Context: an optimization exercise on an open-source flow, tuned for small area, a short achievable clock period and few clock cycles. The choices shown serve that exercise and are no tape-out recipe. At most, simulation tests tie the RTL to the original design; equivalence was not proved. The RTL of runs 1 to 5 was laid out without a check of its function. Power and IR drop assume default switching activity.

`flow/design.v`:
```
`timescale 1ns / 1ps
`default_nettype none
package rhpm_pkg;
   localparam logic [7:0] OPEN_MARK  = 8'h5B;
   localparam logic [7:0] CLOSE_MARK = 8'h5D;
   localparam logic [8:0]  SKIP_MAX  = 9'd511;
   localparam logic [15:0] TOTAL_MAX = 16'hFFFF;
endpackage
`default_nettype wire
`timescale 1ns / 1ps
`default_nettype none
module rolling_hash_pattern_marker_core (
   input  wire logic        clock,
   input  wire logic        reset,
   input  wire logic        req_valid,
   output logic             req_stall,
   input  wire logic [7:0]  req_text_byte,
   input  wire logic        req_end_of_line,
   input  wire logic        req_clear_total,
   output logic             rsp_valid,
   input  wire logic        rsp_stall,
   output logic [7:0]       rsp_out_byte,
   output logic             rsp_line_done,
   output logic             rsp_line_matched,
   output logic [15:0]      rsp_total_matches,
   input  wire logic        csr_valid,
   output logic             csr_ready,
   input  wire logic [2:0]  csr_index,
   input  wire logic [63:0] csr_data
);
   logic [7:0]  pat_ff [16];
   logic        pv_lo_ff, pv_hi_ff;
   logic [3:0]  mm1_ff;                  
   logic        sv_ff, hv_ff;
   logic [7:0]  sb_ff, hb_ff;
   logic        se_ff, sc_ff, he_ff, hc_ff;
   logic [7:0]  w_ff [16];
   logic [14:0] dv_ff;
   logic [3:0]  f_ff;                    
   logic [8:0]  skip_ff;
   logic        matched_ff;
   logic [15:0] total_ff;
   logic        busy_ff;
   logic        br_ff;                   
   logic        beol_ff;                 
   logic        bm_ff;                   
   logic [4:0]  r_ff;
   logic [3:0]  ki_ff;
   logic        ov_ff;
   logic [7:0]  ob_ff;
   logic        od_ff, om_ff;
   logic        csr_wr;
   assign csr_ready = !sv_ff;
   assign csr_wr    = csr_valid && !sv_ff;
   assign req_stall = hv_ff;
   logic        out_free, accept, proc, s_load, wait_c;
   logic [7:0]  c;
   logic        eol, clr;
   assign out_free = !ov_ff || !rsp_stall;
   assign accept   = req_valid && !hv_ff;
   assign c        = sb_ff;
   assign eol      = se_ff;
   assign clr      = sc_ff;
   logic [15:0] eq, dn;
   logic        cz, match, may_match;
   assign cz = (c == 8'd0);
   always_comb begin
      for (int i = 0; i < 16; i++) begin
         if ((i < 8) ? pv_lo_ff : pv_hi_ff) begin
            eq[i] = (c == pat_ff[i]);
         end else begin
            eq[i] = cz;
         end
      end
      dn[0] = eq[0];
      for (int i = 1; i < 16; i++) begin
         dn[i] = dv_ff[i-1] & eq[i];
      end
   end
   assign match     = dn[mm1_ff];
   assign may_match = (mm1_ff == 4'd0) || dv_ff[mm1_ff - 4'd1];
   logic        full, s_le_f, s_zero;
   logic [3:0]  fl_idx;
   logic [9:0]  skip_sum;
   logic [8:0]  skip_a;
   assign full     = (f_ff >= mm1_ff);
   assign s_zero   = (skip_ff == 9'd0);
   assign s_le_f   = (skip_ff[8:4] == 5'd0) && (skip_ff[3:0] <= f_ff);
   assign fl_idx   = f_ff - skip_ff[3:0];
   assign skip_sum = {1'b0, skip_ff} + {5'd0, mm1_ff} + 10'd1;
   assign skip_a   = skip_sum[9] ? rhpm_pkg::SKIP_MAX : skip_sum[8:0];
   assign wait_c = busy_ff && (may_match || clr || (eol ? s_le_f : (full && s_zero)));
   assign proc   = sv_ff && out_free && !wait_c;
   assign s_load = proc || !sv_ff;
   logic [7:0]  step_b;
   assign step_b = (mm1_ff == 4'd0) ? c : w_ff[mm1_ff - 4'd1];
   logic        ld;
   logic [7:0]  nb;
   logic        nd, nm;
   always_comb begin
      ld = 1'b0;
      nb = step_b;
      nd = 1'b0;
      nm = 1'b0;
      if (busy_ff) begin
         ld = out_free;
         if (r_ff == 5'd0) begin
            nb = rhpm_pkg::CLOSE_MARK;
            nd = beol_ff;
            nm = beol_ff;
         end else begin
            nb = w_ff[ki_ff];
            nd = !br_ff && (r_ff == 5'd1);
            nm = !br_ff && (r_ff == 5'd1) && bm_ff;
         end
      end else if (proc) begin
         if (match) begin
            ld = 1'b1;
            nb = rhpm_pkg::OPEN_MARK;
         end else begin
            ld = !eol && full && s_zero;
         end
      end
   end
   always_ff @(posedge clock) begin
      if (csr_wr && (csr_index == 3'd0)) begin
         for (int k = 0; k < 8; k++) pat_ff[k] <= csr_data[8*k +: 8];
      end
      if (csr_wr && (csr_index == 3'd1)) begin
         for (int k = 0; k < 8; k++) pat_ff[8+k] <= csr_data[8*k +: 8];
      end
   end
   always_ff @(posedge clock) begin
      if (reset) begin
         pv_lo_ff <= 1'b0;
         pv_hi_ff <= 1'b0;
         mm1_ff   <= 4'd0;
      end else if (csr_wr) begin
         case (csr_index)
            3'd0: pv_lo_ff <= 1'b1;
            3'd1: pv_hi_ff <= 1'b1;
            3'd2: begin
               if (csr_data[4:0] == 5'd0) mm1_ff <= 4'd0;
               else if (csr_data[4]) mm1_ff <= 4'd15;
               else mm1_ff <= csr_data[3:0] - 4'd1;
            end
            default: ;
         endcase
      end
   end
   always_ff @(posedge clock) begin
      if (reset) begin
         sv_ff <= 1'b0;
         hv_ff <= 1'b0;
      end else if (s_load) begin
         sv_ff <= hv_ff || accept;
         hv_ff <= 1'b0;
      end else if (accept) begin
         hv_ff <= 1'b1;
      end
      if (s_load) begin
         if (hv_ff) begin
            sb_ff <= hb_ff;
            se_ff <= he_ff;
            sc_ff <= hc_ff;
         end else begin
            sb_ff <= req_text_byte;
            se_ff <= req_end_of_line;
            sc_ff <= req_clear_total;
         end
      end
      if (accept) begin
         hb_ff <= req_text_byte;
         he_ff <= req_end_of_line;
         hc_ff <= req_clear_total;
      end
   end
   always_ff @(posedge clock) begin
      if (proc) begin
         w_ff[0] <= c;
         for (int i = 1; i < 16; i++) w_ff[i] <= w_ff[i-1];
      end
   end
   always_ff @(posedge clock) begin
      if (reset) begin
         dv_ff      <= '0;
         f_ff       <= '0;
         skip_ff    <= '0;
         matched_ff <= 1'b0;
         total_ff   <= '0;
      end else if (proc) begin
         if (clr && !match) begin
            total_ff <= '0;
         end else if (clr) begin
            total_ff <= 16'd1;
         end else if (match && (total_ff != rhpm_pkg::TOTAL_MAX)) begin
            total_ff <= total_ff + 16'd1;
         end
         if (eol) begin
            dv_ff      <= '0;
            f_ff       <= '0;
            skip_ff    <= '0;
            matched_ff <= 1'b0;
         end else begin
            dv_ff <= dn[14:0];
            if (!full) f_ff <= f_ff + 4'd1;
            if (match) begin
               matched_ff <= 1'b1;
               skip_ff    <= skip_a - 9'd1;
            end else if (full && !s_zero) begin
               skip_ff <= skip_ff - 9'd1;
            end
         end
      end
   end
   always_ff @(posedge clock) begin
      if (reset) begin
         busy_ff <= 1'b0;
      end else if (busy_ff) begin
         if (out_free && ((r_ff == 5'd0) || (!br_ff && (r_ff == 5'd1)))) begin
            busy_ff <= 1'b0;
         end
      end else if (proc) begin
         busy_ff <= match || (eol && s_le_f);
      end
      if (busy_ff) begin
         if (out_free && (r_ff != 5'd0)) begin
            r_ff <= r_ff - 5'd1;
            if (!proc) ki_ff <= ki_ff - 4'd1;
         end
      end else if (proc) begin
         br_ff   <= match;
         beol_ff <= eol;
         bm_ff   <= matched_ff;
         r_ff    <= match ? ({1'b0, mm1_ff} + 5'd1) : ({1'b0, fl_idx} + 5'd1);
         ki_ff   <= match ? mm1_ff : fl_idx;
      end
   end
   always_ff @(posedge clock) begin
      if (reset) begin
         ov_ff <= 1'b0;
      end else if (ld) begin
         ov_ff <= 1'b1;
      end else if (!rsp_stall) begin
         ov_ff <= 1'b0;
      end
      if (ld) begin
         ob_ff <= nb;
         od_ff <= nd;
         om_ff <= nm;
      end
   end
   assign rsp_valid         = ov_ff;
   assign rsp_out_byte      = ob_ff;
   assign rsp_line_done     = od_ff;
   assign rsp_line_matched  = om_ff;
   assign rsp_total_matches = total_ff;
endmodule
`default_nettype wire
```
`flow/run.sh`:
```
#!/bin/bash
# synth_recipe.tcl (not shown) runs the flow's synth.tcl, then flattens the netlist and writes it again
# the make line also repeats each setting of config.mk as NAME=value (left out here)
make -C /OpenROAD-flow-scripts/flow DESIGN_CONFIG=/design/flow/config.mk WORK_HOME=/design/flow/orfs CLKGATE_MAP_FILE= SYNTH_SCRIPT=/design/flow/synth_recipe.tcl finish
```
`flow/config.mk`:
```
export PLATFORM = sky130hd
export DESIGN_NAME = rolling_hash_pattern_marker_core
export DESIGN_NICKNAME = rolling_hash_pattern_marker_core
export VERILOG_FILES = /design/flow/design.v
export SDC_FILE = /design/flow/constraint.sdc
export NUM_CORES = 4
export LEC_CHECK = 0
export CAP_MARGIN = 20
export CORE_MARGIN = 2
export CORE_UTILIZATION = 35
export PLACE_DENSITY = 0.5
export SLEW_MARGIN = 20
```
`flow/constraint.sdc`:
```
create_clock -name core_clock -period 11.0 [get_ports {clock}]
set_input_delay 2.2000 -clock core_clock [delete_from_list [all_inputs] [get_ports {clock}]]
set_output_delay 2.2000 -clock core_clock [all_outputs]
set_load 0.01 [all_outputs]
```
==> notes.md, run 1 <==
status=timing/DRC/antenna clean; min cycle time layout=5.34 ns; Top Ports=approximately 110; CTS Hold Buffers Added=0; Avg Inst Size Synth=12.5 um^2; Clock Pin Slew Worst Setup and Hold Paths=0.06 ns; DRT Pass-1 Iters=6; worst endpoint required time=11.48 ns; Die Area=about 0.050 mm^2; CP Max Fanout=between 80 and 90; crit path kind=reg2reg; vias in the first global route=11386; clock skew=0.0179 ns; Core Box Area=0.0475 mm^2; DR vias=roughly 12000; Rel. slew slack=32.0%; fraction of layout cells with a size suffix above 1=under 10%; first-pass GRT wire length=70000 um; DP Worst Slack=5.56 ns; Max Clk Rate=187 MHz; Syn Nets=1450; clk root buf=clkbuf_16; die width=223 um; setup TNS=0 ns; top cells by area, synth=edfxtp_1 (53%), xnor2_1 (7.3%), dfxtp_1 (6.6%); initial antenna violation count=0; worst hold path type=reg2reg; Synth async-reset ratio=0%; CP startpoint kind=flop; GRT Total Usage=18.4%; CTS sink cnt=approximately 350; Inst Count DP=between 2000 and 2500; final hold violation count=0; Residual DRC=0; leading area contributor after synthesis=edfxtp_1; H-Tree Level Count=2; Final Power=~3.6 mW; RD Place Congestion=0.857; Post-Route WL=46300 um; Max-Cap Viols=0; post-CTS sizing=0; Skew-Pair Late Insertion Delay=0.56 ns; post-route insts no fill=2074; Initial DRC Count=about 1100; fin nets=about 1500; P per Cell Area=between 150 and 200 mW/mm^2; # setup viols final=0; TritonCTS clock tree=yes; Final ANT Viol Nets=0; number of enable flip-flop cells after synthesis=298; Initial Utilization=a little over a third; dpl hpwl=30100 um; final global-route overflow total=0; IO buf count=between 100 and 150; largest net degree at the start of global routing=84; arrival time at the worst endpoint=5.82 ns; vias per inst=5.59; total CTS buffers=41; register area share after synthesis=60.0%; Worst setup EP type=flop; Yosys reg bits=353; Rows=80; fin crit share=48.6%; final setup margin=5.66 ns; Synth Cell Area=~0.017 mm^2; Syn-to-layout area delta=18.1%; Max clock buf depth=3; drt wl/cell=22.3 um; ant diodes=0; fin. max-slew vios=0; Syn. warnings=3; Slew @ Worst Pin=1.02 ns; Post-synth top flop=edfxtp_1; Synth top area share=53.4%; Netlist cell types=78; Post-CTS Setup Inserts=0; RSZ-0062 raised after global routing=no; Die H=about 220 um; worst vdd ir=about 0.10 mV; Synth Instances=~1300; Leak Pwr=6.34 nW
==> per-stage QoR <==
stage | hold slack [ns] | util (%) | cell area (um^2)
after CTS | 0.435 | 41.6 | 19800
after floorplan | 0.409 | - | 16800
after detailed placement | 0.421 | 38.8 | 18500
after global routing | 0.440 | 41.6 | 19800
after global placement | 0.417 | 38.8 | 18500
final | 0.432 | 41.6 | 19800
==> cell usage after synthesis, types with 4 or more instances <==
master and count:
edfxtp_1 298, xnor2_1 140, nand2_1 89, a21oi_1 63
nor2_1 61, dfxtp_1 55, nand4_1 47, clkbuf_1 45
o21ai_0 43, inv_1 31, ha_1 30, buf_2 28
a22oi_1 27, a221oi_1 26, mux2_2 26, a22o_1 23
nand3_1 23, xor2_1 21, nor3_1 20, a222oi_1 19
and3_1 19, mux2i_1 14, nor4_1 12, a21o_1 10
a32oi_1 10, nor2b_1 10, o22ai_1 9, or3_1 9
a31oi_1 8, buf_1 7, a211oi_1 5, a21boi_0 5
and2_1 5, mux4_2 5, o2111ai_1 5, o2bb2ai_1 5
and4_1 4, nand2b_1 4, nand4b_1 4, nor4b_1 4
o211ai_1 4
==> layout by cell type, fill, tap and decap left out, types with 30 or more instances in the layout <==
cell / Yosys / final
edfxtp_1: 298 / 298
xnor2_1: 140 / 140
clkdlybuf4s50_1: 0 / 110
nand2_1: 89 / 89
a21oi_1: 63 / 63
nor2_1: 61 / 61
dfxtp_1: 55 / 55
nand4_1: 47 / 47
o21ai_0: 43 / 43
clkbuf_16: 0 / 42
inv_1: 31 / 30
ha_1: 30 / 30
==> registers in the layout, summed over array words and instances (netlist names), 4 cells and up <==
register	cells
sb_ff	8
w_ff	128
total_ff	16
mm1_ff	4
ki_ff	4
f_ff	4
pat_ff	128
skip_ff	9
dv_ff	15
hb_ff	8
r_ff	5
ob_ff	8
==> cells by family after synthesis <==
logic type      count (synthesis)  synth area share (%)
buf+inv                       118                  2.96
simple gates                  328                  10.1
compound gates                299                  12.8
mux                            45                  3.25
flops                         353                  60.0
fa+ha+maj                      32                  2.48
xor+xnor                      161                  8.41
==> critical path: stages, from the launching register on <==
cell	delay, ns
dfxtp_1	0.85
inv_1	0.32
ha_1	0.50
mux4_2	0.35
mux4_2	0.49
clkinv_1	0.08
o311ai_1	0.14
a221o_1	0.35
buf_4	0.29
inv_4	0.57
buf_4	0.88
nand4b_1	0.17
a21oi_1	0.19
==> cell type report <==
cell class | instances | area, um^2
timing repair buffer | 133 | 1270
multi-input combinational | 865 | 6220
sequential | 353 | 10000
tap | 615 | 769
clock buffer | 50 | 1110
inverter | 35 | 134
fill | 4431 | 27800
clock inverter | 23 | 224
==> per-layer routing <==
| layer | routed length (um) | track usage, % |
|---|---|---|
| met1 | 20400 | 25.1 |
| met2 | 21500 | 29.6 |
| met3 | 3330 | 3.82 |
| met4 | 1020 | 5.59 |
| met5 | 0 | 0 |
==> where the power goes <==
group | switching [mW] | internal (mW)
Clock | 0.548 | 0.811
Combinational | 0.383 | 0.246
Sequential | 0.0788 | 1.58
Total | 1.01 | 2.64
==> final timing paths <==
path,endpoint,from,slack (ns),cells after the start
max,dv_ff[2]$_SDFFE_PP0N_,mm1_ff[0]$_SDFFE_PP0P_,5.66,12
min,bm_ff$_DFFE_PP_,matched_ff$_SDFFE_PP0P_,0.43,0
max reg2reg,dv_ff[2]$_SDFFE_PP0N_,mm1_ff[0]$_SDFFE_PP0P_,5.66,12
min reg2reg,bm_ff$_DFFE_PP_,matched_ff$_SDFFE_PP0P_,0.43,0
==> run 2: changes to the inputs <==
--- a/flow/design.v
+++ b/flow/design.v
@@ -92,14 +92,16 @@
    assign wait_c = busy_ff && (may_match || clr || (eol ? s_le_f : (full && s_zero)));
    assign proc   = sv_ff && out_free && !wait_c;
    assign s_load = proc || !sv_ff;
-   logic [7:0]  step_b;
-   assign step_b = (mm1_ff == 4'd0) ? c : w_ff[mm1_ff - 4'd1];
+   logic [3:0]  widx;
+   logic [7:0]  wbyte;
+   assign widx  = busy_ff ? ki_ff : (mm1_ff - 4'd1);
+   assign wbyte = (!busy_ff && (mm1_ff == 4'd0)) ? c : w_ff[widx];
    logic        ld;
    logic [7:0]  nb;
    logic        nd, nm;
    always_comb begin
       ld = 1'b0;
-      nb = step_b;
+      nb = wbyte;
       nd = 1'b0;
       nm = 1'b0;
       if (busy_ff) begin
@@ -109,7 +111,6 @@
             nd = beol_ff;
             nm = beol_ff;
          end else begin
-            nb = w_ff[ki_ff];
             nd = !br_ff && (r_ff == 5'd1);
             nm = !br_ff && (r_ff == 5'd1) && bm_ff;
          end
==> run 2 against run 1 <==
Still clean. Clock power shrank 4%. Critical path depth down 3. Routed wire length down 15%. Utilization rose by 0.73 points. Sequential power about the same. Largest cell class unchanged.
==> notes.md, run 2 <==
status=timing/DRC/antenna clean (unchanged); fraction of layout cells with a size suffix above 1=8.94% (was 9.12%); Core Box Area=0.0443 mm^2 (was 0.0475 mm^2); CTS sink cnt=353 (unchanged); synth cell count leaders=edfxtp_1 (298), xnor2_1 (111), nand2_1 (77) (was edfxtp_1 (298), xnor2_1 (140), nand2_1 (89)); fin nets=1418 (was 1543); Top Ports=111 (unchanged); number of enable flip-flop cells after synthesis=298 (unchanged); die width=216 um (was 223 um); top-count cell post-synth=edfxtp_1 (unchanged); CP Max Fanout=91 (was 83); Synth Cell Area=0.0157 mm^2 (was 0.0168 mm^2); Synth top area share=56.9% (was 53.4%); worst vdd ir=0.141 mV (was 0.101 mV); initial antenna violation count=0 (unchanged); Max Clk Rate=197 MHz (was 187 MHz); GRT Total Usage=16.6% (was 18.4%); RD Place Congestion=0.820 (was 0.857); # setup viols final=0 (unchanged); crit path kind=reg2reg (unchanged); Netlist cell types=80 (was 78); largest registers=pat_ff (128), w_ff (128), total_ff (16) (unchanged); Net Sw Frac=26.2% (was 27.7%); Post-Route WL=39200 um (was 46300 um); Synth Instances=1189 (was 1336); Worst setup EP type=flop (unchanged); leading area contributor after synthesis=edfxtp_1 (unchanged); ant diodes=0 (unchanged); clk root buf=clkbuf_16 (unchanged); Max-Cap Viols=0 (unchanged); Final Power=3.39 mW (was 3.64 mW); post-CTS sizing=0 (unchanged); Syn-to-layout area delta=19.3% (was 18.1%); sw power=0.888 mW (was 1.01 mW); Leak Pwr=6.14 nW (was 6.34 nW); clock skew=0.0251 ns (was 0.0179 ns); Residual DRC=0 (unchanged); Max clock buf depth=3 (unchanged); first-pass GRT wire length=59700 um (was 70000 um); Syn. warnings=3 (unchanged); Initial DRC Count=679 (was 1130); CTS Hold Buffers Added=0 (unchanged); Skew-Pair Late Insertion Delay=0.57 ns (was 0.56 ns); Die Area=0.0467 mm^2 (was 0.0497 mm^2); Post-synth top flop=edfxtp_1 (unchanged); drt wl/cell=20.3 um (was 22.3 um); Rel. slew slack=19.8% (was 32.0%); Slew @ Worst Pin=1.20 ns (was 1.02 ns); sequential power share=48.2% (was 45.5%); Synth async-reset ratio=0% (unchanged); Clock Pin Slew Worst Setup and Hold Paths=0.06 ns (about the same); min cycle time layout=5.08 ns (was 5.34 ns); Final ANT Viol Nets=0 (unchanged); total CTS buffers=40 (was 41); vias per inst=5.16 (was 5.59); Die H=216 um (was 223 um); register area share after synthesis=63.9% (was 60.0%); commonest cells after routing, fill and taps aside=edfxtp_1 (298), xnor2_1 (111), clkdlybuf4s50_1 (110), nand2_1 (77), nor2_1 (72) (was edfxtp_1 (298), xnor2_1 (140), clkdlybuf4s50_1 (110), nand2_1 (89), a21oi_1 (63)); largest net degree at the start of global routing=92 (was 84); share of total power in combinational logic=13.6% (was 17.3%); fin crit share=46.2% (was 48.6%); P per Cell Area=181 mW/mm^2 (was 184 mW/mm^2); TritonCTS clock tree=yes (unchanged); worst hold path type=reg2reg (unchanged); RSZ-0062 raised after global routing=no (unchanged); fin. max-slew vios=0 (unchanged); Post-CTS Setup Inserts=0 (unchanged); worst endpoint required time=11.19 ns (was 11.48 ns); DR vias=9994 (was 11603); H-Tree Level Count=2 (unchanged); setup TNS=0 ns (unchanged); top cells by area, synth=edfxtp_1 (57%), dfxtp_1 (7.0%), xnor2_1 (6.2%) (was edfxtp_1 (53%), xnor2_1 (7.3%), dfxtp_1 (6.6%)); Int Pwr=2.50 mW (was 2.64 mW); vias in the first global route=10036 (was 11386); most common cell after layout, fill and taps aside=edfxtp_1 (unchanged); final hold violation count=0 (unchanged); IO buf count=110 (unchanged); Rows=77 (was 80); Syn Nets=1295 (was 1450); clock network fraction of design power=38.3% (was 37.3%); CP startpoint kind=flop (unchanged); DRT Pass-1 Iters=5 (was 6); arrival time at the worst endpoint=5.26 ns (was 5.82 ns); dpl hpwl=25700 um (was 30100 um); Yosys reg bits=353 (unchanged); final global-route overflow total=0 (unchanged); Avg Inst Size Synth=13.2 um^2 (was 12.5 um^2); Initial Utilization=35.5% (was 35.3%)
## run 2: path summary, 6_finish.rpt
kind	start	end	slack [ns]	depth (start not counted)
setup / recovery	mm1_ff[0]$_SDFFE_PP0P_	w_ff[3][4]$_DFFE_PN_	5.92	9
hold / removal	w_ff[10][4]$_DFFE_PN_	w_ff[11][4]$_DFFE_PN_	0.45	0
hold reg to reg	w_ff[10][4]$_DFFE_PN_	w_ff[11][4]$_DFFE_PN_	0.45	0
setup reg to reg	mm1_ff[0]$_SDFFE_PP0P_	w_ff[3][4]$_DFFE_PN_	5.92	9
## run 2: area by class of cell
class	instances	area, um^2
fillers	4188	25600
flip-flops and latches	353	10000
clock buffers	50	1040
well taps	592	741
multi-input cells	751	5290
repair buffers	136	1300
clock inverters	23	231
inverters	30	115
## run 2: metrics by stage
stage                     hold WS (ns)  cells  worst slack, ns  area, um^2  util, %
final                            0.445   1935             5.92       18800     42.3
after global routing             0.450   1935             5.65       18800     42.3
after CTS                        0.448   1935             5.71       18800     42.3
after detailed placement         0.434   1862             5.62       17500     39.5
after global placement           0.430   1861             5.66       17500     39.4
after floorplan                  0.409   1189             3.31       15700        -
## run 2: kinds of logic (layout without fill, tap and decap cells)
| group | Yosys count | count (layout) | synth area share [%] |
|---|---|---|---|
| AOI/OAI and AO/OA | 216 | 216 | 9.56 |
| DFF | 353 | 353 | 63.9 |
| xor gates and xnor gates | 160 | 160 | 8.91 |
| and+or+nand+nor | 322 | 322 | 10.7 |
| muxes | 29 | 29 | 2.26 |
| adders and majority gates | 24 | 24 | 2.00 |
| buffers and inverters | 85 | 239 | 2.65 |
## run 2: worst max-delay path, stage by stage, from the launching register on
cell and delay, ns:
dfxtp_1 0.83, inv_1 0.35, ha_1 0.58, mux4_2 0.36, mux4_2 0.48, nand4b_1 0.21
a21o_1 0.20, buf_4 0.26, inv_4 0.56, buf_6 0.71
## run 2: power groups by stage
stage | combinational [mW] | sequential [mW] | clock, mW
after global placement | 0.460 | 1.66 | 0
after detailed placement | 0.462 | 1.66 | 0
after floorplan | 0.302 | 1.64 | 0
after global routing | 0.505 | 1.64 | 1.39
final | 0.459 | 1.63 | 1.30
after CTS | 0.464 | 1.63 | 1.33
## run 2: metal layers
layer / wire (um) / global-route usage, % / share of wire (%) / vias up
met5: 0 / 0 / 0 / -
met4: 954 / 5.02 / 2.4 / 0
met3: 1900 / 3.11 / 4.8 / 61
met2: 18400 / 27.0 / 47 / 255
met1: 18000 / 22.7 / 46 / 4950
li1: - / - / - / 4728
==> run 3: changes to the inputs <==
--- a/flow/design.v
+++ b/flow/design.v
@@ -37,6 +37,10 @@
    logic [7:0]  w_ff [16];
    logic [14:0] dv_ff;
    logic [3:0]  f_ff;                    
+   logic        full_ff;                 
+   logic        mm_ff;                   
+   logic        sz_ff;                   
+   logic        sle_ff;                  
    logic [8:0]  skip_ff;
    logic        matched_ff;
    logic [15:0] total_ff;
@@ -78,14 +82,14 @@
       end
    end
    assign match     = dn[mm1_ff];
-   assign may_match = (mm1_ff == 4'd0) || dv_ff[mm1_ff - 4'd1];
+   assign may_match = mm_ff;
    logic        full, s_le_f, s_zero;
    logic [3:0]  fl_idx;
    logic [9:0]  skip_sum;
    logic [8:0]  skip_a;
-   assign full     = (f_ff >= mm1_ff);
-   assign s_zero   = (skip_ff == 9'd0);
-   assign s_le_f   = (skip_ff[8:4] == 5'd0) && (skip_ff[3:0] <= f_ff);
+   assign full     = full_ff;
+   assign s_zero   = sz_ff;
+   assign s_le_f   = sle_ff;
    assign fl_idx   = f_ff - skip_ff[3:0];
    assign skip_sum = {1'b0, skip_ff} + {5'd0, mm1_ff} + 10'd1;
    assign skip_a   = skip_sum[9] ? rhpm_pkg::SKIP_MAX : skip_sum[8:0];
@@ -182,13 +186,25 @@
          for (int i = 1; i < 16; i++) w_ff[i] <= w_ff[i-1];
       end
    end
+   logic [3:0]  f_nx;
+   logic [8:0]  skip_nx;
+   assign f_nx    = full ? f_ff : (f_ff + 4'd1);
+   assign skip_nx = match ? (skip_a - 9'd1) :
+                    (full && !s_zero) ? (skip_ff - 9'd1) : skip_ff;
    always_ff @(posedge clock) begin
       if (reset) begin
          dv_ff      <= '0;
          f_ff       <= '0;
+         full_ff    <= 1'b1;
+         mm_ff      <= 1'b1;
+         sz_ff      <= 1'b1;
+         sle_ff     <= 1'b1;
          skip_ff    <= '0;
          matched_ff <= 1'b0;
          total_ff   <= '0;
+      end else if (csr_wr && (csr_index == 3'd2)) begin
+         full_ff <= (csr_data[4:0] <= 5'd1);
+         mm_ff   <= (csr_data[4:0] <= 5'd1);
       end else if (proc) begin
          if (clr && !match) begin
             total_ff <= '0;
@@ -200,17 +216,21 @@
          if (eol) begin
             dv_ff      <= '0;
             f_ff       <= '0;
+            full_ff    <= (mm1_ff == 4'd0);
+            mm_ff      <= (mm1_ff == 4'd0);
+            sz_ff      <= 1'b1;
+            sle_ff     <= 1'b1;
             skip_ff    <= '0;
             matched_ff <= 1'b0;
          end else begin
-            dv_ff <= dn[14:0];
-            if (!full) f_ff <= f_ff + 4'd1;
-            if (match) begin
-               matched_ff <= 1'b1;
-               skip_ff    <= skip_a - 9'd1;
-            end else if (full && !s_zero) begin
-               skip_ff <= skip_ff - 9'd1;
-            end
+            dv_ff   <= dn[14:0];
+            f_ff    <= f_nx;
+            full_ff <= (f_nx == mm1_ff);
+            mm_ff   <= (mm1_ff == 4'd0) || dn[mm1_ff - 4'd1];
+            skip_ff <= skip_nx;
+            sz_ff   <= (skip_nx == 9'd0);
+            sle_ff  <= (skip_nx <= {5'd0, f_nx});
+            if (match) matched_ff <= 1'b1;
          end
       end
    end
==> run 3 against run 2 <==
Sequential cell count grew 4. Critical path depth up 11. Synthesized cell count is 10% higher. Non-clock buffer count is 1 lower. Utilization about the same. Routed wire length up 13%. Via count is 12% higher.
==> notes.md, run 3 <==
number of enable flip-flop cells after synthesis=298 (unchanged); Clock Pin Slew Worst Setup and Hold Paths=0.06 ns (about the same); Rows=79 (was 77); post-CTS sizing=0 (unchanged); Skew-Pair Late Insertion Delay=0.56 ns (was 0.57 ns); register area=0.0101 mm^2 (was 0.0100 mm^2); Netlist cell types=77 (was 80); vias in the first global route=11213 (was 10036); worst vdd ir=0.117 mV (was 0.141 mV); top-count cell post-synth=edfxtp_1 (unchanged); Residual DRC=0 (unchanged); final hold violation count=0 (unchanged); min cycle time layout=4.67 ns (was 5.08 ns); IO buf count=110 (unchanged); reg2reg setup slack=6.33 ns (was 5.92 ns); DR vias=11152 (was 9994); Synth async-reset ratio=0% (unchanged); RSZ-0062 raised after global routing=no (unchanged); worst endpoint required time=11.50 ns (was 11.19 ns); Syn. warnings=3 (unchanged); clk root buf=clkbuf_16 (unchanged); leading area contributor after synthesis=edfxtp_1 (unchanged); Post-CTS Setup Inserts=0 (unchanged); largest net degree at the start of global routing=82 (was 92); final global-route overflow total=0 (unchanged); Max-Cap Viols=0 (unchanged); compound-cell area share of the yosys netlist=11.5% (was 9.56%); Syn Nets=1419 (was 1295); setup TNS=0 ns (unchanged); utilization after layout=42.4% (was 42.3%); status=timing/DRC/antenna clean (unchanged); worst hold path type=reg2reg (unchanged); Post-Route WL=44200 um (was 39200 um); CTS Hold Buffers Added=0 (unchanged); Synth Instances=1313 (was 1189); ant diodes=0 (unchanged); TritonCTS clock tree=yes (unchanged); arrival time at the worst endpoint=5.16 ns (was 5.26 ns); Max Clk Rate=214 MHz (was 197 MHz); Initial DRC Count=834 (was 679); Synth Area in Adders=1.92% (was 2.00%); Worst setup EP type=flop (unchanged); multi-input logic area=0.00593 mm^2 (was 0.00529 mm^2); mux contribution to synthesized area=1.86% (was 2.26%); crit path kind=reg2reg (unchanged); Rel. slew slack=31.3% (was 19.8%); CTS sink cnt=357 (was 353); dpl hpwl=29700 um (was 25700 um); fin crit share=42.4% (was 46.2%); Final ANT Viol Nets=0 (unchanged); filler cell count=4375 (was 4188); most common cell after layout, fill and taps aside=edfxtp_1 (unchanged); Max clock buf depth=3 (unchanged); Synth top area share=54.4% (was 56.9%); Core Box Area=0.0465 mm^2 (was 0.0443 mm^2); RD Place Congestion=0.794 (was 0.820); fin. max-slew vios=0 (unchanged); total CTS buffers=42 (was 40); Leak Pwr=6.52 nW (was 6.14 nW); post-route insts no fill=2067 (was 1935); Inst Count DP=1988 (was 1862); Syn-to-layout area delta=19.7% (was 19.3%); initial antenna violation count=0 (unchanged); largest family of logic cells by synthesized area=simple AND/OR/NAND/NOR gates (unchanged); Final Power=3.44 mW (was 3.39 mW); die width=221 um (was 216 um); largest registers=pat_ff (128), w_ff (128), total_ff (16) (unchanged); DRT Pass-1 Iters=5 (unchanged); first-pass GRT wire length=67600 um (was 59700 um); Slew @ Worst Pin=1.03 ns (was 1.20 ns); Synth Area in XOR/XNOR=8.68% (was 8.91%); Yosys reg bits=357 (was 353); Post-Synth Simple-Gate Area=11.8% (was 10.7%); Die Area=0.0488 mm^2 (was 0.0467 mm^2); Initial Utilization=35.4% (was 35.5%); H-Tree Level Count=2 (unchanged); vias per inst=5.40 (was 5.16); Avg Inst Size Synth=12.5 um^2 (was 13.2 um^2); commonest cells after routing, fill and taps aside=edfxtp_1 (298), clkdlybuf4s50_1 (109), xnor2_1 (82), xor2_1 (81), nand2_1 (77) (was edfxtp_1 (298), xnor2_1 (111), clkdlybuf4s50_1 (110), nand2_1 (77), nor2_1 (72)); clock skew=0.0220 ns (was 0.0251 ns); synth cell count leaders=edfxtp_1 (298), xnor2_1 (82), xor2_1 (81) (was edfxtp_1 (298), xnor2_1 (111), nand2_1 (77)); GRT Total Usage=17.8% (was 16.6%); CP Max Fanout=19 (was 91); fin nets=1532 (was 1418); CP startpoint kind=flop (unchanged); top cells by area, synth=edfxtp_1 (54%), dfxtp_1 (7.2%), xnor2_1 (4.4%) (was edfxtp_1 (57%), dfxtp_1 (7.0%), xnor2_1 (6.2%)); # setup viols final=0 (unchanged); register area share after synthesis=61.6% (was 63.9%); Die H=221 um (was 216 um); P per Cell Area=175 mW/mm^2 (was 181 mW/mm^2); Synth Cell Area=0.0165 mm^2 (was 0.0157 mm^2); fraction of layout cells with a size suffix above 1=8.84% (was 8.94%); Post-synth top flop=edfxtp_1 (unchanged); drt wl/cell=21.4 um (was 20.3 um); Top Ports=111 (unchanged)
## run 3: layout make-up
class                           count  area share, %
Inverter                           31          0.604
Timing Repair Buffer              135           6.51
Tap cell                          607           3.86
Clock buffer                       55           5.96
Sequential cell                   357           51.5
Multi-Input combinational cell    859           30.1
Clock inverter                     23           1.47
## run 3: kinds of logic after synthesis
group                    Yosys count
AO/OA/AOI/OAI                    273
multiplexers                      29
adder cells (fa/ha/maj)           24
buffers and inverters             97
AND/OR/NAND/NOR                  370
XOR/XNOR                         163
flip-flops                       357
## run 3: metal layers
layer	vias up	GRT usage, %	share of wire [%]
met3	69	3.09	5.6
met1	5512	24.7	46
met2	328	28.7	47
met5	-	0	0
li1	5243	-	-
met4	0	5.15	2.1
## run 3: metrics by stage
| stage | setup slack (ns) | hold slack (ns) | instance area [um^2] |
|---|---|---|---|
| after floorplan | 3.30 | 0.409 | 16500 |
| after detailed placement | 5.96 | 0.431 | 18200 |
| after CTS | 6.37 | 0.445 | 19700 |
| after global placement | 6.03 | 0.430 | 18200 |
| after global routing | 5.96 | 0.462 | 19700 |
| final | 6.33 | 0.443 | 19700 |
## run 3: path summary, 6_finish.rpt
check / from / end / depth (start not counted)
setup / recovery: sb_ff[6]$_DFFE_PP_ / sle_ff$_SDFFE_PP1P_ / 20
hold / removal: matched_ff$_SDFFE_PP0P_ / bm_ff$_DFFE_PP_ / 0
setup reg to reg: sb_ff[6]$_DFFE_PP_ / sle_ff$_SDFFE_PP1P_ / 20
hold reg to reg: matched_ff$_SDFFE_PP0P_ / bm_ff$_DFFE_PP_ / 0
## run 3: where the power goes
part           switching [mW]  total [mW]  internal [mW]
logic                   0.219       0.353          0.134
clock network           0.564        1.48          0.916
registers              0.0466        1.60           1.56
total                   0.830        3.44           2.61
## run 3: worst max-delay path: stages, from the launching register on
cell and delay (ns):
edfxtp_1 0.32, buf_4 0.35, nor4_2 0.12, a21oi_1 0.54
nor4_1 0.16, o31a_1 0.35, a41oi_1 0.31, nor3b_4 0.13
nor2_2 0.16, clkinv_1 0.46, nor2_1 0.29, nor2_1 0.08
ha_1 0.29, nor2b_1 0.13, o21ai_0 0.14, nand2b_1 0.07
a21oi_1 0.15, a41o_1 0.14, nand4_1 0.10, mux2i_1 0.16
o32a_1 0.15
==> run 4: changes to the inputs <==
--- a/flow/config.mk
+++ b/flow/config.mk
@@ -8,5 +8,6 @@
 export CAP_MARGIN = 20
 export CORE_MARGIN = 2
 export CORE_UTILIZATION = 35
+export GPL_TIMING_DRIVEN = 0
 export PLACE_DENSITY = 0.5
 export SLEW_MARGIN = 20
==> run 4 against run 3 <==
Maximum frequency shrank 6.5%. Worst setup slack lost 0.33 ns. Sequential cell count is the same. Register-to-register slack lost 0.33 ns. Largest power group unchanged. Highest routed layer unchanged.
==> notes.md, run 4 <==
die width=221 um (unchanged); Synth Instances=1313 (unchanged); CTS sink cnt=357 (unchanged); Hold Path Depth=0 (unchanged); clk root buf=clkbuf_16 (unchanged); initial antenna violation count=0 (unchanged); CP Max Fanout=10 (was 19); synth cell count leaders=edfxtp_1 (298), xnor2_1 (82), xor2_1 (81) (unchanged); Max clock buf depth=3 (unchanged); Avg Inst Size Synth=12.5 um^2 (unchanged); arrival time at the worst endpoint=5.50 ns (was 5.16 ns); H-Tree Level Count=2 (unchanged); Slew @ Worst Pin=1.04 ns (was 1.03 ns); Top Ports=111 (unchanged); CTS Hold Buffers Added=0 (unchanged); DRT Pass-1 Iters=5 (unchanged); first-pass GRT wire length=70600 um (was 67600 um); leading area contributor after synthesis=edfxtp_1 (unchanged); Worst setup EP type=flop (unchanged); vias in the first global route=11605 (was 11213); top cells by area, synth=edfxtp_1 (54%), dfxtp_1 (7.2%), xnor2_1 (4.4%) (unchanged); min cycle time layout=4.99 ns (was 4.67 ns); filler cell count=4393 (was 4375); Final ANT Viol Nets=0 (unchanged); TritonCTS clock tree=yes (unchanged); WHS=0.425 ns (was 0.443 ns); worst endpoint required time=11.51 ns (was 11.50 ns); Max Clk Rate=200 MHz (was 214 MHz); crit path kind=reg2reg (unchanged); Synth Cell Area=0.0165 mm^2 (unchanged); Syn Nets=1419 (unchanged); Max-Cap Viols=0 (unchanged); Post-CTS Setup Inserts=0 (unchanged); RSZ-0062 raised after global routing=no (unchanged); vias per inst=5.38 (was 5.40); Crit Reg-Reg Endpoint=sle_ff$_SDFFE_PP1P_ (unchanged); R2R depth=20 (unchanged); post-CTS sizing=0 (unchanged); Core Box Area=0.0465 mm^2 (unchanged); fin nets=1597 (was 1532); Clock Pin Slew Worst Setup and Hold Paths=0.06 ns (about the same); Skew-Pair Late Insertion Delay=0.60 ns (was 0.56 ns); fin. max-slew vios=0 (unchanged); worst setup path endpoint=sle_ff$_SDFFE_PP1P_ (unchanged); top-count cell post-synth=edfxtp_1 (unchanged); register area=0.0101 mm^2 (unchanged); Leak Pwr=6.65 nW (was 6.52 nW); reg2reg setup slack=6.01 ns (was 6.33 ns); r2r startpoint=sb_ff[2]$_DFFE_PP_ (was sb_ff[6]$_DFFE_PP_); Netlist cell types=77 (unchanged); post-route design area=0.0200 mm^2 (was 0.0197 mm^2); Die H=221 um (unchanged); Post-Route WL=46100 um (was 44200 um); # setup viols final=0 (unchanged); Syn-to-layout area delta=21.3% (was 19.7%); CP startpoint=sb_ff[2]$_DFFE_PP_ (was sb_ff[6]$_DFFE_PP_); Area after DPL=0.0186 mm^2 (was 0.0182 mm^2); P per Cell Area=167 mW/mm^2 (was 175 mW/mm^2); final hold violation count=0 (unchanged); worst vdd ir=0.0955 mV (was 0.117 mV); Post-synth top flop=edfxtp_1 (unchanged); register area share after synthesis=61.6% (unchanged); fraction of layout cells with a size suffix above 1=9.64% (was 8.84%); GRT Total Usage=18.7% (was 17.8%); fin crit share=45.4% (was 42.4%); Residual DRC=0 (unchanged); largest registers=pat_ff (128), w_ff (128), total_ff (16) (unchanged); Yosys reg bits=357 (unchanged); Rows=79 (unchanged); final global-route overflow total=0 (unchanged); status=timing/DRC/antenna clean (unchanged); number of enable flip-flop cells after synthesis=298 (unchanged); DR vias=11464 (was 11152); CP startpoint kind=flop (unchanged); largest net degree at the start of global routing=52 (was 82); drt wl/cell=21.6 um (was 21.4 um); Synth async-reset ratio=0% (unchanged); ant diodes=0 (unchanged); RD Place Congestion=0.834 (was 0.794); total CTS buffers=42 (unchanged); multi-input logic area=0.00595 mm^2 (was 0.00593 mm^2); clock skew=0.0362 ns (was 0.0220 ns); Syn. warnings=3 (unchanged); Rel. slew slack=29.9% (was 31.3%); Die Area=0.0488 mm^2 (unchanged); Initial DRC Count=1045 (was 834); IO buf count=109 (was 110); most common cell after layout, fill and taps aside=edfxtp_1 (unchanged); commonest cells after routing, fill and taps aside=edfxtp_1 (298), clkdlybuf4s50_1 (109), xnor2_1 (82), xor2_1 (81), nand2_1 (77) (unchanged); Initial Utilization=35.4% (unchanged); worst hold path type=reg2reg (unchanged); dpl hpwl=33000 um (was 29700 um); Synth top area share=54.4% (unchanged)
run 4: cell families after synthesis:
kind of cell             count (synthesis)  synth area share, %
XOR/XNOR                               163                 8.68
AND/OR/NAND/NOR                        370                 11.8
multiplexers                            29                 1.86
buffers and inverters                   97                 2.70
flip-flops                             357                 61.6
AO/OA/AOI/OAI                          273                 11.5
adder cells (fa/ha/maj)                 24                 1.92
run 4: where the power goes:
group	leakage [nW]	switching (mW)	internal, mW
Sequential	3.25	0.0387	1.56
Clock	0.644	0.573	0.776
Combinational	2.75	0.240	0.146
run 4: per-stage QoR:
step / setup slack, ns / std cells / total power, mW / setup TNS, ns / utilization (%)
after floorplan: 3.30 / 1313 / 1.84 / 0 / -
after global placement: -0.146 / 2029 / 2.01 / -8.77 / 39.4
after detailed placement: 5.71 / 2054 / 2.01 / 0 / 40.1
after CTS: 5.94 / 2132 / 3.36 / 0 / 43.0
after global routing: 5.70 / 2132 / 3.46 / 0 / 43.0
final: 6.01 / 2132 / 3.33 / 0 / 43.0
run 4: worst min-delay path by stage:
stage / endpoint / startpoint / slack [ns]
final: w_ff[12][3]$_DFFE_PP_ / w_ff[11][3]$_DFFE_PP_ / 0.43
after global routing: w_ff[9][3]$_DFFE_PP_ / w_ff[8][3]$_DFFE_PP_ / 0.43
after CTS: w_ff[9][3]$_DFFE_PP_ / w_ff[8][3]$_DFFE_PP_ / 0.43
after detailed placement: bm_ff$_DFFE_PP_ / matched_ff$_SDFFE_PP0P_ / 0.42
after global placement: bm_ff$_DFFE_PP_ / matched_ff$_SDFFE_PP0P_ / 0.42
after floorplan: bm_ff$_DFFE_PP_ / matched_ff$_SDFFE_PP0P_ / 0.41
run 4: area by class of cell:
type | instances | share of cell area [%]
plain buffers | 66 | 1.66
clock buffers | 48 | 5.38
clock inverters | 30 | 1.32
inverters | 31 | 0.583
multi-input cells | 859 | 29.8
flip-flops and latches | 357 | 50.7
well taps | 607 | 3.80
repair buffers | 134 | 6.70
run 4: routing by layer:
layer	share of wire [%]	global-route usage (%)
met2	46	29.3
met1	46	26.3
met3	5.6	3.01
met5	0	0
met4	2.8	6.34
run 4: worst max-delay path: stages (launching register included):
cell and delay (ns):
edfxtp_1 0.38, buf_4 0.25, buf_4 0.31, xnor2_1 0.15, nand4_1 0.13, o21ai_0 0.62, a221oi_1 0.31, nor3b_4 0.52
nor2_2 0.16, buf_2 0.25, nor3_1 0.34, nor2_1 0.09, ha_1 0.29, nor2b_1 0.13, o21ai_0 0.14, nand2b_1 0.08
a21oi_1 0.14, a41o_1 0.16, nand4_1 0.11, mux2i_1 0.20, o32a_1 0.15
==> run 5: changes to the inputs <==
--- a/flow/config.mk
+++ b/flow/config.mk
@@ -8,6 +8,7 @@
 export CAP_MARGIN = 20
 export CORE_MARGIN = 2
 export CORE_UTILIZATION = 35
+export CTS_BUF_LIST = sky130_fd_sc_hd__clkbuf_4 sky130_fd_sc_hd__clkbuf_8
 export GPL_TIMING_DRIVEN = 0
 export PLACE_DENSITY = 0.5
 export SLEW_MARGIN = 20
==> run 5 against run 4 <==
Still clean on timing, DRC and antenna. Worst setup slack about the same. Critical path depth unchanged. Design area down 0.56%. Sequential share of layout area up 0.29 points. Utilization down 0.24 points. Clock skew down 0.0045 ns. Non-clock buffer count unchanged. Global-route usage up 0.15 points. Synthesized cell count unchanged. First-iteration DRC count down 0.77%. Maximum frequency about the same. Largest cell class unchanged.
==> notes.md, run 5 <==
# setup viols final=0 (unchanged); arrival time at the worst endpoint=5.53 ns (was 5.50 ns); Post-Synth Simple-Gate Area=11.8% (unchanged); TritonCTS clock tree=yes (unchanged); Crit path largest cell delay=0.61 ns (was 0.62 ns); Max-Cap Viols=0 (unchanged); top cells by area, synth=edfxtp_1 (54%), dfxtp_1 (7.2%), xnor2_1 (4.4%) (unchanged); dpl hpwl=33000 um (unchanged); M2 GR Usage=29.2% (was 29.3%); sequential power share=50.1% (was 47.9%); IO buf count=109 (unchanged); crit path kind=reg2reg (unchanged); Residual DRC=0 (unchanged); Core Box Area=0.0465 mm^2 (unchanged); vias per inst=5.35 (was 5.38); CTS Hold Buffers Added=0 (unchanged); ant diodes=0 (unchanged); Die H=221 um (unchanged); worst endpoint required time=11.54 ns (was 11.51 ns); fin nets=1621 (was 1597); die width=221 um (unchanged); Syn. warnings=3 (unchanged); GRT Total Usage=18.8% (was 18.7%); CP max stage cell=o21ai_0 (unchanged); Syn-to-layout area delta=20.6% (was 21.3%); Hold Path Depth=0 (unchanged); largest registers=pat_ff (128), w_ff (128), total_ff (16) (unchanged); sw power=0.847 mW (was 0.852 mW); CP Max Fanout=10 (unchanged); Initial Utilization=35.4% (unchanged); largest net degree at the start of global routing=52 (unchanged); CTS sink cnt=357 (unchanged); DR vias=11616 (was 11464); top-count cell post-synth=edfxtp_1 (unchanged); Avg Inst Size Synth=12.5 um^2 (unchanged); register area share after synthesis=61.6% (unchanged); P per Cell Area=160 mW/mm^2 (was 167 mW/mm^2); CP startpoint kind=flop (unchanged); Synth Instances=1313 (unchanged); GR peak layer=met2 (unchanged); post-route design area=0.0198 mm^2 (was 0.0200 mm^2); worst hold path type=reg2reg (unchanged); largest family of logic cells by synthesized area=simple AND/OR/NAND/NOR gates (unchanged); R2R depth=20 (unchanged); Top Ports=111 (unchanged); mux contribution to synthesized area=1.86% (unchanged); fraction of layout cells with a size suffix above 1=11.8% (was 9.64%); fin crit share=45.4% (about the same); Final ANT Viol Nets=0 (unchanged); compound-cell area share of the yosys netlist=11.5% (unchanged); H-Tree Level Count=3 (was 2); CP top delay family=simple AND/OR/NAND/NOR gates (unchanged); DRT Pass-1 Iters=5 (unchanged); number of enable flip-flop cells after synthesis=298 (unchanged); Area after DPL=0.0186 mm^2 (unchanged); Syn Nets=1419 (unchanged); r2r startpoint=sb_ff[3]$_DFFE_PP_ (was sb_ff[2]$_DFFE_PP_); Synth Area in Adders=1.92% (unchanged); WP buf/inv=3 (unchanged); Rows=79 (unchanged); vias in the first global route=11758 (was 11605); RD Place Congestion=0.834 (unchanged); clock network fraction of design power=37.8% (was 40.5%); fin. max-slew vios=0 (unchanged); status=timing/DRC/antenna clean (unchanged); worst path cell trace=buf_4 -> buf_4 -> xnor2_1 -> nand4_1 -> o21ai_0 -> a221oi_1 -> nor3b_4 -> nor2_2 -> buf_2 -> nor3_1 -> nor2_1 -> ha_1 -> nor2b_1 -> o21ai_0 -> nand2b_1 -> a21oi_1 -> a41o_1 -> nand4_1 -> mux2i_1 -> o32a_1 (unchanged); Yosys reg bits=357 (unchanged); Max clock buf depth=3 (unchanged); Synth top area share=54.4% (unchanged); first-pass GRT wire length=70800 um (was 70600 um); Clock Pin Slew Worst Setup and Hold Paths=0.06 ns (about the same); leading area contributor after synthesis=edfxtp_1 (unchanged); most common cell after layout, fill and taps aside=edfxtp_1 (unchanged); clock skew=0.0317 ns (was 0.0362 ns); Synth async-reset ratio=0% (unchanged); commonest cells after routing, fill and taps aside=edfxtp_1 (298), clkdlybuf4s50_1 (109), xnor2_1 (82), xor2_1 (81), nand2_1 (77) (unchanged); worst vdd ir=0.0900 mV (was 0.0955 mV); hold path start=matched_ff$_SDFFE_PP0P_ (was w_ff[11][3]$_DFFE_PP_); final global-route overflow total=0 (unchanged); synth cell count leaders=edfxtp_1 (298), xnor2_1 (82), xor2_1 (81) (unchanged); met3 Usage GRT=3.52% (was 3.01%); initial antenna violation count=0 (unchanged); Net Sw Frac=26.6% (was 25.6%); Rel. slew slack=30.4% (was 29.9%); Initial DRC Count=1037 (was 1045); min cycle time layout=4.99 ns (about the same); share of total power in combinational logic=12.1% (was 11.6%); clk root buf=clkbuf_8 (was clkbuf_16); Netlist cell types=77 (unchanged); drt wl/cell=21.3 um (was 21.6 um); post-CTS sizing=0 (unchanged); total CTS buffers=66 (was 42); CP startpoint=sb_ff[3]$_DFFE_PP_ (was sb_ff[2]$_DFFE_PP_); Int Pwr=2.34 mW (was 2.48 mW); Synth Area in XOR/XNOR=8.68% (unchanged); final hold violation count=0 (unchanged); Slew @ Worst Pin=1.03 ns (was 1.04 ns); Synth Cell Area=0.0165 mm^2 (unchanged); Post-Route WL=46400 um (was 46100 um); CP Depth=20 (unchanged); met1 Usage GRT=26.3% (about the same); RSZ-0062 raised after global routing=no (unchanged); Worst setup EP type=flop (unchanged); Skew-Pair Late Insertion Delay=0.61 ns (was 0.60 ns); Max Clk Rate=200 MHz (about the same); utilization after layout=42.7% (was 43.0%); Post-synth top flop=edfxtp_1 (unchanged); Post-CTS Setup Inserts=0 (unchanged); Die Area=0.0488 mm^2 (unchanged); Leak Pwr=6.64 nW (was 6.65 nW)
[run 5: power by group through the flow]
stage	Sequential, mW	Clock, mW	Combinational (mW)
6_report	1.60	1.20	0.386
5_1_grt	1.60	1.30	0.420
4_1_cts	1.60	1.23	0.388
3_5_place_dp	1.62	0	0.387
3_3_place_gp	1.64	0	0.371
2_1_floorplan	1.62	0	0.222
[run 5: routing by layer]
metal / routed length [um] / part of all wire (%) / vias up
li1: - / - / 5432
met4: 1250 / 2.7 / 0
met3: 2700 / 5.8 / 77
met5: 0 / 0 / -
met1: 21400 / 46 / 5708
met2: 21000 / 45 / 399
[run 5: cell type report]
type | count | area (um^2)
Clock buffer | 84 | 1060
Multi-Input combinational cell | 859 | 5950
Clock inverter | 34 | 161
Sequential cell | 357 | 10100
Tap cell | 607 | 759
Buffer | 66 | 332
Fill cell | 4412 | 26600
Inverter | 31 | 116
Timing Repair Buffer | 134 | 1340
[run 5: kinds of logic (layout without fill, tap and decap cells)]
| group | Yosys count | count (layout) |
|---|---|---|
| mux | 29 | 29 |
| simple gates | 370 | 370 |
| buf+inv | 97 | 349 |
| xor+xnor | 163 | 163 |
| compound gates | 273 | 273 |
| fa+ha+maj | 24 | 24 |
| flops | 357 | 357 |
[run 5: worst paths after layout]
check	slack, ns	endpoint
hold / removal	0.43	bm_ff$_DFFE_PP_
setup / recovery	6.01	sle_ff$_SDFFE_PP1P_
hold reg to reg	0.43	bm_ff$_DFFE_PP_
setup reg to reg	6.01	sle_ff$_SDFFE_PP1P_
[run 5: per-stage QoR]
stage / setup TNS, ns / hold WS (ns) / instances / worst slack (ns) / power, mW
6_report: 0 / 0.433 / 2172 / 6.01 / 3.18
2_1_floorplan: 0 / 0.409 / 1313 / 3.30 / 1.84
5_1_grt: 0 / 0.437 / 2172 / 5.70 / 3.32
3_5_place_dp: 0 / 0.422 / 2054 / 5.71 / 2.01
4_1_cts: 0 / 0.430 / 2172 / 5.95 / 3.22
3_3_place_gp: -8.77 / 0.418 / 2029 / -0.146 / 2.01
==> run 6: changes to the inputs <==
--- a/flow/design.v
+++ b/flow/design.v
@@ -81,7 +81,17 @@
          dn[i] = dv_ff[i-1] & eq[i];
       end
    end
-   assign match     = dn[mm1_ff];
+   logic [15:0] sel_m, sel_p;
+   logic        eq_m, mm_nx;
+   always_comb begin
+      for (int i = 0; i < 16; i++) begin
+         sel_m[i] = (mm1_ff == 4'(i));
+         sel_p[i] = (mm1_ff == 4'(i + 1));
+      end
+   end
+   assign eq_m      = |(sel_m & eq);
+   assign match     = mm_ff && eq_m;
+   assign mm_nx     = (mm1_ff == 4'd0) || |(sel_p & dn);
    assign may_match = mm_ff;
    logic        full, s_le_f, s_zero;
    logic [3:0]  fl_idx;
@@ -187,10 +197,21 @@
       end
    end
    logic [3:0]  f_nx;
-   logic [8:0]  skip_nx;
+   logic        full_nx;
+   logic [8:0]  skip_m, skip_nm, skip_nx;
+   logic        sz_nm, sle_nm, sz_nx, sle_nx;
    assign f_nx    = full ? f_ff : (f_ff + 4'd1);
-   assign skip_nx = match ? (skip_a - 9'd1) :
-                    (full && !s_zero) ? (skip_ff - 9'd1) : skip_ff;
+   assign full_nx = full || ((f_ff + 4'd1) == mm1_ff);
+   assign skip_m  = skip_a - 9'd1;
+   assign skip_nm = (full && !s_zero) ? (skip_ff - 9'd1) : skip_ff;
+   assign sz_nm   = s_zero || (full && (skip_ff == 9'd1));
+   assign sle_nm  = (skip_nm <= {5'd0, f_nx});
+   assign skip_nx = match ? skip_m : skip_nm;
+   assign sz_nx   = match ? (s_zero && (mm1_ff == 4'd0)) : sz_nm;
+   assign sle_nx  = match ? (s_zero && full_nx) : sle_nm;
+   logic [15:0] total_inc, total_nx;
+   assign total_inc = (total_ff == rhpm_pkg::TOTAL_MAX) ? total_ff : (total_ff + 16'd1);
+   assign total_nx  = clr ? {15'd0, match} : (match ? total_inc : total_ff);
    always_ff @(posedge clock) begin
       if (reset) begin
          dv_ff      <= '0;
@@ -206,13 +227,7 @@
          full_ff <= (csr_data[4:0] <= 5'd1);
          mm_ff   <= (csr_data[4:0] <= 5'd1);
       end else if (proc) begin
-         if (clr && !match) begin
-            total_ff <= '0;
-         end else if (clr) begin
-            total_ff <= 16'd1;
-         end else if (match && (total_ff != rhpm_pkg::TOTAL_MAX)) begin
-            total_ff <= total_ff + 16'd1;
-         end
+         total_ff <= total_nx;
          if (eol) begin
             dv_ff      <= '0;
             f_ff       <= '0;
@@ -225,11 +240,11 @@
          end else begin
             dv_ff   <= dn[14:0];
             f_ff    <= f_nx;
-            full_ff <= (f_nx == mm1_ff);
-            mm_ff   <= (mm1_ff == 4'd0) || dn[mm1_ff - 4'd1];
+            full_ff <= full_nx;
+            mm_ff   <= mm_nx;
             skip_ff <= skip_nx;
-            sz_ff   <= (skip_nx == 9'd0);
-            sle_ff  <= (skip_nx <= {5'd0, f_nx});
+            sz_ff   <= sz_nx;
+            sle_ff  <= sle_nx;
             if (match) matched_ff <= 1'b1;
          end
       end
==> flow/flow/run.sh (new file) <==
#!/bin/bash
set -euo pipefail
export SETUP_SLACK_MARGIN=6.5
export BUFFER_PORTS_ARGS="-buffer_cell sky130_fd_sc_hd__buf_2"
bash standard.sh > standard.log 2>&1
==> flow/standard.sh (new file) <==
#!/bin/bash
# synth_recipe.tcl (not shown) runs the flow's synth.tcl, then flattens the netlist and writes it again
# the make line also repeats each setting of config.mk as NAME=value (left out here)
make -C /OpenROAD-flow-scripts/flow DESIGN_CONFIG=/design/flow/config.mk WORK_HOME=/design/flow/orfs CLKGATE_MAP_FILE= SYNTH_SCRIPT=/design/flow/synth_recipe.tcl "${@:-finish}"
--- a/flow/config.mk
+++ b/flow/config.mk
@@ -8,7 +8,5 @@
 export CAP_MARGIN = 20
 export CORE_MARGIN = 2
 export CORE_UTILIZATION = 35
-export CTS_BUF_LIST = sky130_fd_sc_hd__clkbuf_4 sky130_fd_sc_hd__clkbuf_8
-export GPL_TIMING_DRIVEN = 0
 export PLACE_DENSITY = 0.5
 export SLEW_MARGIN = 20
removed: flow/run.sh
==> run 6 against run 5 <==
Still clean on timing, DRC and antenna. Area after synthesis decreased by 0.67%. Clock skew shrank 0.011 ns. Worst setup slack gained 0.71 ns. Sequential share of layout area increased by 3.2 points. Routed wire length down 9.5%. First-iteration DRC count down 19%. Die area fell by 0.66%. Critical path depth fell by 12. Worst hold slack improved by 0.014 ns. Utilization down 2.5 points. Clock-buffer cell count down 32. Largest cell class unchanged. Highest routed layer is now met5.
==> notes.md, run 6 <==
die width=220 um (was 221 um); # setup viols final=0 (unchanged); Skew-Pair Late Insertion Delay=0.56 ns (was 0.61 ns); Synth async-reset ratio=0% (unchanged); Rows=79 (unchanged); Avg Inst Size Synth=13.0 um^2 (was 12.5 um^2); register area share after synthesis=61.9% (was 61.6%); Rel. slew slack=29.4% (was 30.4%); Syn-to-layout area delta=14.0% (was 20.6%); commonest cells after routing, fill and taps aside=edfxtp_1 (298), xnor2_1 (125), buf_2 (110), nand2_1 (82), dfxtp_1 (58) (was edfxtp_1 (298), clkdlybuf4s50_1 (109), xnor2_1 (82), xor2_1 (81), nand2_1 (77)); DR vias=10690 (was 11616); final setup margin=6.71 ns (was 6.01 ns); Final ANT Viol Nets=0 (unchanged); dpl hpwl=27700 um (was 33000 um); multi-input logic area=0.00578 mm^2 (was 0.00595 mm^2); Max clock buf depth=3 (unchanged); mux contribution to synthesized area=2.17% (was 1.86%); largest registers=pat_ff (128), w_ff (128), total_ff (16) (unchanged); Netlist cell types=75 (was 77); Clock Pin Slew Worst Setup and Hold Paths=0.05 ns (was 0.06 ns); compound-cell area share of the yosys netlist=11.6% (was 11.5%); Post-Synth Simple-Gate Area=9.90% (was 11.8%); fin crit share=39.0% (was 45.4%); clk root buf=clkbuf_16 (was clkbuf_8); worst vdd ir=0.113 mV (was 0.0900 mV); TritonCTS clock tree=yes (unchanged); Synth Cell Area=0.0163 mm^2 (was 0.0165 mm^2); number of enable flip-flop cells after synthesis=298 (unchanged); Worst setup EP type=flop (unchanged); Post-synth top flop=edfxtp_1 (unchanged); filler cell count=4406 (was 4412); Residual DRC=0 (unchanged); sw power=0.774 mW (was 0.847 mW); IO buf count=110 (was 109); synth cell count leaders=edfxtp_1 (298), xnor2_1 (125), nand2_1 (83) (was edfxtp_1 (298), xnor2_1 (82), xor2_1 (81)); Synth Instances=1256 (was 1313); Initial DRC Count=839 (was 1037); Post-Route WL=41900 um (was 46400 um); H-Tree Level Count=2 (was 3); first-pass GRT wire length=63400 um (was 70800 um); RD Place Congestion=0.817 (was 0.834); GRT Total Usage=17.3% (was 18.8%); Synth top area share=54.8% (was 54.4%); arrival time at the worst endpoint=4.48 ns (was 5.53 ns); P per Cell Area=168 mW/mm^2 (was 160 mW/mm^2); Initial Utilization=35.3% (was 35.4%); sequential power share=51.0% (was 50.1%); Syn Nets=1367 (was 1419); Die H=220 um (was 221 um); Int Pwr=2.35 mW (was 2.34 mW); Leak Pwr=6.33 nW (was 6.64 nW); CP Max Fanout=71 (was 10); CTS sink cnt=356 (was 357); largest net degree at the start of global routing=72 (was 52); Net Sw Frac=24.8% (was 26.6%); DP Worst Slack=5.92 ns (was 5.71 ns); CP startpoint kind=input pin (was flop); initial antenna violation count=5 (was 0); status=timing/DRC/antenna clean (unchanged); top-count cell post-synth=edfxtp_1 (unchanged); Synth Area in Adders=2.31% (was 1.92%); Core Box Area=0.0464 mm^2 (was 0.0465 mm^2); M2 GR Usage=27.4% (was 29.2%); Top Ports=111 (unchanged); register area=0.0101 mm^2 (about the same); drt wl/cell=21.0 um (was 21.3 um); RSZ-0062 raised after global routing=no (unchanged); most common cell after layout, fill and taps aside=edfxtp_1 (unchanged); Yosys reg bits=356 (was 357); fin. max-slew vios=0 (unchanged); fin nets=1474 (was 1621); worst hold path type=reg2reg (unchanged); Slew @ Worst Pin=1.06 ns (was 1.03 ns); met3 Usage GRT=3.33% (was 3.52%); DRT Pass-1 Iters=5 (unchanged); GR peak layer=met2 (unchanged); clock skew=0.0207 ns (was 0.0317 ns); clock network fraction of design power=38.9% (was 37.8%); Synth Area in XOR/XNOR=8.90% (was 8.68%); Max-Cap Viols=0 (unchanged); Post-CTS Setup Inserts=0 (unchanged); final global-route overflow total=0 (unchanged); total CTS buffers=40 (was 66); worst endpoint required time=11.19 ns (was 11.54 ns); largest family of logic cells by synthesized area=compound AO/OA/AOI/OAI gates (was simple AND/OR/NAND/NOR gates); vias per inst=5.36 (was 5.35); fraction of layout cells with a size suffix above 1=15.9% (was 11.8%); final hold violation count=0 (unchanged); CTS Hold Buffers Added=0 (unchanged); Syn. warnings=3 (unchanged); setup TNS=0 ns (unchanged); Max Clk Rate=233 MHz (was 200 MHz); met1 Usage GRT=24.1% (was 26.3%); share of total power in combinational logic=10.0% (was 12.1%); post-CTS sizing=0 (unchanged); Die Area=0.0484 mm^2 (was 0.0488 mm^2); min cycle time layout=4.29 ns (was 4.99 ns); vias in the first global route=10534 (was 11758); leading area contributor after synthesis=edfxtp_1 (unchanged); top cells by area, synth=edfxtp_1 (55%), dfxtp_1 (7.1%), xnor2_1 (6.7%) (was edfxtp_1 (54%), dfxtp_1 (7.2%), xnor2_1 (4.4%)); crit path kind=in2reg (was reg2reg)
## run 6: changes by cell type in the layout (fill, tap and decap cells not counted), sizes merged, moves of 15 or more
cell,delta
clkdlybuf4s50,-109
buf,+81
clkbuf,-71
xnor2,+43
xor2,-40
a21oi,-26
clkinv,-21
nor2,-19
a22oi,+16
nor3,-15
## run 6: kinds of logic (layout without fill, tap and decap cells)
group           count (synthesis)  after routing
xor+xnor                      166            166
fa+ha+maj                      29             29
mux                            34             34
flops                         356            356
other cells                     0              3
buf+inv                        94            222
simple gates                  316            316
compound gates                261            262
## run 6: through the flow
stage	instances	utilization (%)	hold slack [ns]	cell area, um^2	power [mW]
4_1_cts	1991	40.2	0.447	18600	3.16
2_1_floorplan	1256	-	0.409	16400	1.82
3_5_place_dp	1927	37.7	0.431	17500	1.94
6_report	1995	40.2	0.446	18600	3.13
5_1_grt	1992	40.2	0.457	18600	3.25
3_3_place_gp	1927	37.7	0.421	17500	1.93
## run 6: worst max-delay path: stages
cell and delay [ns]:
buf_2 0.09, nand2_1 0.20, nand2_1 0.10, a21o_1 0.16, buf_4 0.24, inv_4 0.09, buf_4 0.67, buf_6 0.58
## run 6: metal layers
layer	vias up	wire length, um
met3	69	2350
met5	-	30
met1	5298	19400
met4	4	973
li1	5014	-
met2	305	19100
## run 6: final timing paths
check	slack, ns	from	end	depth (start not counted)
worst max register to register	6.78	sb_ff[1]$_DFFE_PP_	r_ff[2]$_DFFE_PP_	13
worst min-delay path	0.45	w_ff[13][5]$_DFFE_PP_	w_ff[14][5]$_DFFE_PP_	0
worst max-delay path	6.71	rsp_stall	w_ff[7][5]$_DFFE_PP_	8
worst min register to register	0.45	w_ff[13][5]$_DFFE_PP_	w_ff[14][5]$_DFFE_PP_	0
## run 6: power by group through the flow
stage | combinational, mW | sequential (mW) | clock [mW]
detailed placement | 0.316 | 1.62 | 0
global route | 0.345 | 1.60 | 1.31
finish | 0.313 | 1.60 | 1.22
CTS | 0.317 | 1.59 | 1.25
global placement | 0.313 | 1.62 | 0
floorplan | 0.217 | 1.61 | 0
## run 6: layout make-up
cell class                 instances  share of cell area, %
timing repair buffer             133                   3.90
clock inverter                    12                  0.342
tap                              607                   4.08
inverter                          25                  0.517
sequential                       356                   54.2
antenna                            3                 0.0403
clock buffer                      52                   5.84
multi-input combinational        807                   31.0
Testbench counts of run 6, summed over its fixed seeds: cycles 16,359.

-- separate check: timing with driven ports --
The flow's constraints put no driver on any port. The routed layouts listed below were extracted and timed again, unchanged, in two steps.
Step 1 (the two cells are an assumption about what drives the block):
set clk [get_ports {clock}]
set_driving_cell -lib_cell sky130_fd_sc_hd__clkbuf_16 $clk
set_driving_cell -lib_cell sky130_fd_sc_hd__buf_2 [delete_from_list [all_inputs] $clk]
Step 2 also shifts input and output timing later by t, the mid clock arrival at the registers, as if the neighbouring blocks saw the same clock.
a / b / c = ideal ports / drivers / drivers and shift; a / b = the first two.
run | shift t [ns] | setup slack, ns | slew at the worst register clock pin (ns)
run 1 | 0.608 | 5.657 / 5.657 / 5.657 | 0.06 / 0.06
run 2 | 0.616 | 5.923 / 5.923 / 5.793 | 0.06 / 0.06
run 3 | 0.605 | 6.332 / 6.332 / 6.023 | 0.06 / 0.06
run 4 | 0.633 | 6.007 / 6.007 / 5.653 | 0.06 / 0.06
run 5 | 0.651 | 6.007 / 6.007 / 5.670 | 0.07 / 0.07
run 6 | 0.604 | 6.712 / 6.746 / 6.142 | 0.06 / 0.06
After both steps every run listed still meets setup and hold. For run 6, which loses most, drivers alone change the setup slack by +0.034 ns; drivers and shift together by -0.570 ns.
